Source: an optimization exercise on an open RTL-to-GDS flow (aim: small area, a short achievable clock period and few clock cycles per item). Production flows keep margins and buffers that such runs may drop.
Where RTL was checked, it was by simulation tests only, not by an equivalence proof against the original.
Power and IR drop assume default switching activity.

Design voice_gen, start of the top module:
module voice_gen #(
    parameter int unsigned NUM_VOICES = 16,
    parameter logic [22:0] LFSR_SEED  = 23'h7FFFF8
) (
    input  logic        clk_i,
    input  logic        rst_i,
    input  logic        start_i,
    input  logic [3:0]  voice_idx_i,
    input  logic [15:0] freq_i,
    input  logic [11:0] pw_i,
    input  logic [3:0]  wave_i,
    output logic        ready_o,
    output logic [9:0]  wave_o
);
==> module voice_gen, before the edit <==
module voice_gen #(
    parameter int unsigned NUM_VOICES = 16,
    parameter logic [22:0] LFSR_SEED  = 23'h7FFFF8
) (
    input  logic        clk_i,
    input  logic        rst_i,
    input  logic        start_i,
    input  logic [3:0]  voice_idx_i,
    input  logic [15:0] freq_i,
    input  logic [11:0] pw_i,
    input  logic [3:0]  wave_i,
    output logic        ready_o,
    output logic [9:0]  wave_o
);
    logic [23:0] acc_m  [NUM_VOICES];
    logic [22:0] lfsr_m [NUM_VOICES];
    logic [NUM_VOICES-1:0] vld_q;
    logic        ready_q;
    logic [3:0]  idx_q;
    logic [11:0] pw_q;
    logic [3:0]  sel_q;
    logic [23:0] acc_q;     
    logic [22:0] lfsr_q;    
    logic        step_q;    
    logic        fwd;
    logic        vld_rd;
    logic [23:0] acc_rd, acc_sum;
    logic [22:0] lfsr_rd, lfsr_old, lfsr_next;
    assign fwd      = ready_q && (voice_idx_i == idx_q);
    assign vld_rd   = vld_q[voice_idx_i];
    assign acc_rd   = vld_rd ? acc_m[voice_idx_i]  : '0;
    assign lfsr_rd  = vld_rd ? lfsr_m[voice_idx_i] : LFSR_SEED;
    assign lfsr_old = fwd ? lfsr_next : lfsr_rd;
    assign acc_sum  = acc_rd + {8'd0, freq_i};
    logic [9:0]  saw, tri_w, pulse, noise, shaped;
    assign lfsr_next = step_q ? {lfsr_q[21:0], lfsr_q[22] ^ lfsr_q[17]} : lfsr_q;
    assign saw   = acc_q[23:14];
    assign tri_w = acc_q[23] ? ~acc_q[22:13] : acc_q[22:13];
    assign pulse = (acc_q[23:12] >= pw_q) ? '1 : '0;
    assign noise = {lfsr_next[22], lfsr_next[20], lfsr_next[16], lfsr_next[13],
                    lfsr_next[11], lfsr_next[7],  lfsr_next[4],  lfsr_next[2], 2'b00};
    always_comb begin
        shaped = '1;
        if (sel_q[0]) shaped = shaped & tri_w;
        if (sel_q[1]) shaped = shaped & saw;
        if (sel_q[2]) shaped = shaped & pulse;
        if (sel_q[3]) shaped = shaped & noise;
        if (sel_q == 4'd0) shaped = '0;
    end
    always_ff @(posedge clk_i) begin
        idx_q  <= voice_idx_i;
        pw_q   <= pw_i;
        sel_q  <= wave_i;
        acc_q  <= acc_sum;
        lfsr_q <= lfsr_old;
        step_q <= !acc_rd[19] && acc_sum[19];
        for (int unsigned v = 0; v < NUM_VOICES; v++) begin
            if (start_i && voice_idx_i == 4'(v))
                acc_m[v]  <= acc_sum;
            if (ready_q && idx_q == 4'(v))
                lfsr_m[v] <= lfsr_next;
        end
    end
    always_ff @(posedge clk_i or posedge rst_i) begin
        if (rst_i) begin
            ready_q <= 1'b0;
            vld_q   <= '0;
        end else begin
            ready_q <= start_i;
            if (start_i) vld_q[voice_idx_i] <= 1'b1;
        end
    end
    assign ready_o = ready_q;
    assign wave_o  = shaped;
endmodule
export LEC_CHECK = 0
export CAP_MARGIN = 20
export CORE_MARGIN = 2
export CORE_UTILIZATION = 40
export SETUP_SLACK_MARGIN = 2.0
export SLEW_MARGIN = 20
create_clock -name core_clock -period 6.5 [get_ports {clk_i}]
run.sh (not shown) runs the stock make flow with config.mk's settings and CLKGATE_MAP_FILE= SYNTH_SCRIPT=/design/flow/synth_recipe.tcl, a recipe that flattens the netlist after the stock synthesis.
Testbench counts at the start, summed over its fixed seeds: cycles 32,000, items 32,000.
Edit:
==> flow/design.v (replaced) <==
module voice_gen #(
    parameter int unsigned NUM_VOICES = 16,
    parameter logic [22:0] LFSR_SEED  = 23'h7FFFF8
) (
    input  logic        clk_i,
    input  logic        rst_i,
    input  logic        start_i,
    input  logic [3:0]  voice_idx_i,
    input  logic [15:0] freq_i,
    input  logic [11:0] pw_i,
    input  logic [3:0]  wave_i,
    output logic        ready_o,
    output logic [9:0]  wave_o
);
    logic [23:0] acc_m  [NUM_VOICES];
    logic [22:0] lfsr_m [NUM_VOICES];
    logic [NUM_VOICES-1:0] vld_q;
    logic        vld_rd;
    logic [23:0] acc_rd, acc_sum;
    logic [22:0] lfsr_rd, lfsr_next;
    assign vld_rd    = vld_q[voice_idx_i];
    assign acc_rd    = vld_rd ? acc_m[voice_idx_i]  : '0;
    assign lfsr_rd   = vld_rd ? lfsr_m[voice_idx_i] : LFSR_SEED;
    assign acc_sum   = acc_rd + {8'd0, freq_i};
    assign lfsr_next = (!acc_rd[19] && acc_sum[19])
                     ? {lfsr_rd[21:0], lfsr_rd[22] ^ lfsr_rd[17]}
                     : lfsr_rd;
    logic        ready_q;
    logic [11:0] pw_q;
    logic [3:0]  sel_q;
    logic [11:0] acc_q;     
    logic [7:0]  noise_q;   
    logic [9:0]  saw, tri_w, pulse, noise, shaped;
    assign saw   = acc_q[11:2];
    assign tri_w = acc_q[11] ? ~acc_q[10:1] : acc_q[10:1];
    assign pulse = (acc_q >= pw_q) ? '1 : '0;
    assign noise = {noise_q, 2'b00};
    always_comb begin
        shaped = '1;
        if (sel_q[0]) shaped = shaped & tri_w;
        if (sel_q[1]) shaped = shaped & saw;
        if (sel_q[2]) shaped = shaped & pulse;
        if (sel_q[3]) shaped = shaped & noise;
        if (sel_q == 4'd0) shaped = '0;
    end
    always_ff @(posedge clk_i) begin
        pw_q    <= pw_i;
        sel_q   <= wave_i;
        acc_q   <= acc_sum[23:12];
        noise_q <= {lfsr_next[22], lfsr_next[20], lfsr_next[16], lfsr_next[13],
                    lfsr_next[11], lfsr_next[7],  lfsr_next[4],  lfsr_next[2]};
        for (int unsigned v = 0; v < NUM_VOICES; v++) begin
            if (start_i && voice_idx_i == 4'(v)) begin
                acc_m[v]  <= acc_sum;
                lfsr_m[v] <= lfsr_next;
            end
        end
    end
    always_ff @(posedge clk_i or posedge rst_i) begin
        if (rst_i) begin
            ready_q <= 1'b0;
            vld_q   <= '0;
        end else begin
            ready_q <= start_i;
            if (start_i) vld_q[voice_idx_i] <= 1'b1;
        end
    end
    assign ready_o = ready_q;
    assign wave_o  = shaped;
endmodule
After rerunning: Power goes up by 1.2%; worst hold slack gains 0.0039 ns; first-iteration DRC count goes up by 1.3%; cell area goes up by 3.8%; clock skew goes down by 0.0083 ns; non-clock buffer count goes up by 108; synthesized cell count goes down by 6.4%; setup slack loses 0.60 ns; critical path depth goes up by 9; count of clock-buffer cells in the layout does not change; core utilization goes up by 3.5 points; synthesized area goes down by 2.6%; register-to-register slack loses 0.45 ns.
Function not checked in the second run of this note: the RTL went through the layout flow alone.


## trial 80
Another version of the RTL of voice_gen (not shown whole).
For scale: ~1900 cells after synthesis, about 830 flip-flops, about 50 I/O pins, ~0.031 sq mm of cells after synthesis.
==> module voice_gen, before the edit <==
module voice_gen #(
    parameter int unsigned NUM_VOICES = 16,
    parameter logic [22:0] LFSR_SEED  = 23'h7FFFF8
) (
    input  logic        clk_i,
    input  logic        rst_i,
    input  logic        start_i,
    input  logic [3:0]  voice_idx_i,
    input  logic [15:0] freq_i,
    input  logic [11:0] pw_i,
    input  logic [3:0]  wave_i,
    output logic        ready_o,
    output logic [9:0]  wave_o
);
    logic [23:0] acc_m  [NUM_VOICES];
    logic [22:0] lfsr_m [NUM_VOICES];
    logic [NUM_VOICES-1:0] vld_q;
    logic        ready_q;
    logic [3:0]  idx_q;
    logic        pulse_q;   
    logic [3:0]  sel_q;
    logic [23:0] acc_q;     
    logic [22:0] lfsr_q;    
    logic        step_q;    
    logic [22:0] lfsr_next;
    logic [9:0]  saw, tri_w, pulse, noise, shaped;
    assign lfsr_next = step_q ? {lfsr_q[21:0], lfsr_q[22] ^ lfsr_q[17]} : lfsr_q;
    assign saw   = acc_q[23:14];
    assign tri_w = acc_q[23] ? ~acc_q[22:13] : acc_q[22:13];
    assign pulse = pulse_q ? '1 : '0;
    assign noise = {lfsr_next[22], lfsr_next[20], lfsr_next[16], lfsr_next[13],
                    lfsr_next[11], lfsr_next[7],  lfsr_next[4],  lfsr_next[2], 2'b00};
    always_comb begin
        shaped = '1;
        if (sel_q[0]) shaped = shaped & tri_w;
        if (sel_q[1]) shaped = shaped & saw;
        if (sel_q[2]) shaped = shaped & pulse;
        if (sel_q[3]) shaped = shaped & noise;
        if (sel_q == 4'd0) shaped = '0;
    end
    logic [NUM_VOICES-1:0] wb;        
    logic [NUM_VOICES-1:0] rd_sel;    
    logic        fwd;                 
    logic [23:0] acc_rd, acc_sum;
    logic [22:0] lfsr_rd;
    always_comb begin
        fwd     = ready_q && (voice_idx_i == idx_q);
        acc_rd  = fwd ? acc_q     : '0;
        lfsr_rd = fwd ? lfsr_next : '0;
        for (int unsigned v = 0; v < NUM_VOICES; v++) begin
            wb[v]     = ready_q && (idx_q == 4'(v));
            rd_sel[v] = (voice_idx_i == 4'(v)) && vld_q[v] && !wb[v];
            acc_rd    = acc_rd  | ({24{rd_sel[v]}} & acc_m[v]);
            lfsr_rd   = lfsr_rd | ({23{rd_sel[v]}} & lfsr_m[v]);
        end
        if (rd_sel == '0 && !fwd) lfsr_rd = LFSR_SEED;
    end
    assign acc_sum = acc_rd + {8'd0, freq_i};
    logic [12:0] fp;
    logic [25:0] dsum;
    logic [13:0] d;
    logic        wrap, pulse_ge;
    assign fp       = {9'd0, freq_i[15:12]} - {1'b0, pw_i};
    assign dsum     = {2'b00, acc_rd} + {fp[12], fp, freq_i[11:0]};
    assign d        = dsum[25:12];
    assign wrap     = acc_rd[23] && !acc_sum[23];
    assign pulse_ge = !d[13] && (!wrap || d[12]);
    always_ff @(posedge clk_i) begin
        idx_q  <= voice_idx_i;
        pulse_q <= pulse_ge;
        sel_q  <= wave_i;
        acc_q  <= acc_sum;
        lfsr_q <= lfsr_rd;
        step_q <= !acc_rd[19] && acc_sum[19];
        for (int unsigned v = 0; v < NUM_VOICES; v++) begin
            if (wb[v]) begin
                acc_m[v]  <= acc_q;
                lfsr_m[v] <= lfsr_next;
            end
        end
    end
    always_ff @(posedge clk_i or posedge rst_i) begin
        if (rst_i) begin
            ready_q <= 1'b0;
            vld_q   <= '0;
        end else begin
            ready_q <= start_i;
            vld_q   <= vld_q | wb;
        end
    end
    assign ready_o = ready_q;
    assign wave_o  = shaped;
endmodule
export LEC_CHECK = 0
export CAP_MARGIN = 20
export CORE_MARGIN = 2
export CORE_UTILIZATION = 40
export CTS_CLUSTER_DIAMETER = 80
export CTS_CLUSTER_SIZE = 24
export SETUP_SLACK_MARGIN = 2.2
export SLEW_MARGIN = 20
create_clock -name core_clock -period 6.5 [get_ports {clk_i}]
What build 86 does differently from trial 80 at the input level:
--- a/flow/design.v
+++ b/flow/design.v
@@ -35,24 +35,23 @@
         if (sel_q[0]) shaped = shaped & tri_w;
         if (sel_q[1]) shaped = shaped & saw;
         if (sel_q[2]) shaped = shaped & pulse;
         if (sel_q[3]) shaped = shaped & noise;
         if (sel_q == 4'd0) shaped = '0;
     end
-    logic [NUM_VOICES-1:0] wb;        
+    logic [NUM_VOICES-1:0] wb_q;      
     logic [NUM_VOICES-1:0] rd_sel;    
     logic        fwd;                 
     logic [23:0] acc_rd, acc_sum;
     logic [22:0] lfsr_rd;
     always_comb begin
         fwd     = ready_q && (voice_idx_i == idx_q);
         acc_rd  = fwd ? acc_q     : '0;
         lfsr_rd = fwd ? lfsr_next : '0;
         for (int unsigned v = 0; v < NUM_VOICES; v++) begin
-            wb[v]     = ready_q && (idx_q == 4'(v));
-            rd_sel[v] = (voice_idx_i == 4'(v)) && vld_q[v] && !wb[v];
+            rd_sel[v] = (voice_idx_i == 4'(v)) && vld_q[v] && !wb_q[v];
             acc_rd    = acc_rd  | ({24{rd_sel[v]}} & acc_m[v]);
             lfsr_rd   = lfsr_rd | ({23{rd_sel[v]}} & lfsr_m[v]);
         end
         if (rd_sel == '0 && !fwd) lfsr_rd = LFSR_SEED;
     end
     assign acc_sum = acc_rd + {8'd0, freq_i};
@@ -70,24 +69,27 @@
         pulse_q <= pulse_ge;
         sel_q  <= wave_i;
         acc_q  <= acc_sum;
         lfsr_q <= lfsr_rd;
         step_q <= !acc_rd[19] && acc_sum[19];
         for (int unsigned v = 0; v < NUM_VOICES; v++) begin
-            if (wb[v]) begin
+            if (wb_q[v]) begin
                 acc_m[v]  <= acc_q;
                 lfsr_m[v] <= lfsr_next;
             end
         end
     end
     always_ff @(posedge clk_i or posedge rst_i) begin
         if (rst_i) begin
             ready_q <= 1'b0;
+            wb_q    <= '0;
             vld_q   <= '0;
         end else begin
             ready_q <= start_i;
-            vld_q   <= vld_q | wb;
+            for (int unsigned v = 0; v < NUM_VOICES; v++)
+                wb_q[v] <= start_i && (voice_idx_i == 4'(v));
+            vld_q   <= vld_q | wb_q;
         end
     end
     assign ready_o = ready_q;
     assign wave_o  = shaped;
 endmodule
[summary]
[build 86] final worst-path setup slack rose 0.13 ns relative to trial 80
Looking only at final-layout clock buffer total, and setting everything else aside, the lower value of build 86 and trial 80 goes to trial 80.
Build 86 vs. trial 80: multi-input logic cell count saw a decrease, post-route met1 wirelength saw an increase.
On routed wire length, build 86 and trial 80 are basically level.
Build 86 against trial 80: routing usage on met3 higher, power higher, leakage power lower.
From trial 80 to build 86 the numbers moved as follows: part of the Yosys area used for sequential elements moved up, register share of total power has decreased, maximum fanout along the worst path has decreased, synthesized cell count moved down.
No functional check of the RTL was part of any run of this note.

## afterwards: timing with drivers on the ports
The flow's constraints put no driver on any port. The routed layouts listed below were extracted and timed again, unchanged, in two steps.
Step 1 assumes that a clkbuf_16 drives the clock port and a buf_2 every other input.
Step 2 also shifts input and output timing later by t, the mid clock arrival at the registers, as if the neighbouring blocks saw the same clock.
a / b / c = no drivers / after step 1 / after step 2; a / b = the first two.
| run | t (ns) | slack for setup (ns) | worst register clock-pin slew, ns |
|---|---|---|---|
| the first run of note 1 | 0.694 | 2.032 / 2.019 / 1.326 | 0.06 / 0.06 |
| the second run of note 1 | 0.679 | 1.428 / 1.439 / 0.760 | 0.06 / 0.06 |
| trial 80 | 0.659 | 1.956 / 1.956 / 1.345 | 0.10 / 0.10 |
| build 86 | 0.665 | 2.084 / 2.031 / 1.366 | 0.10 / 0.10 |
After both steps setup and hold are still met in every run listed. For build 86, which loses most, drivers alone change the setup slack by -0.053 ns; drivers and shift together by -0.718 ns.
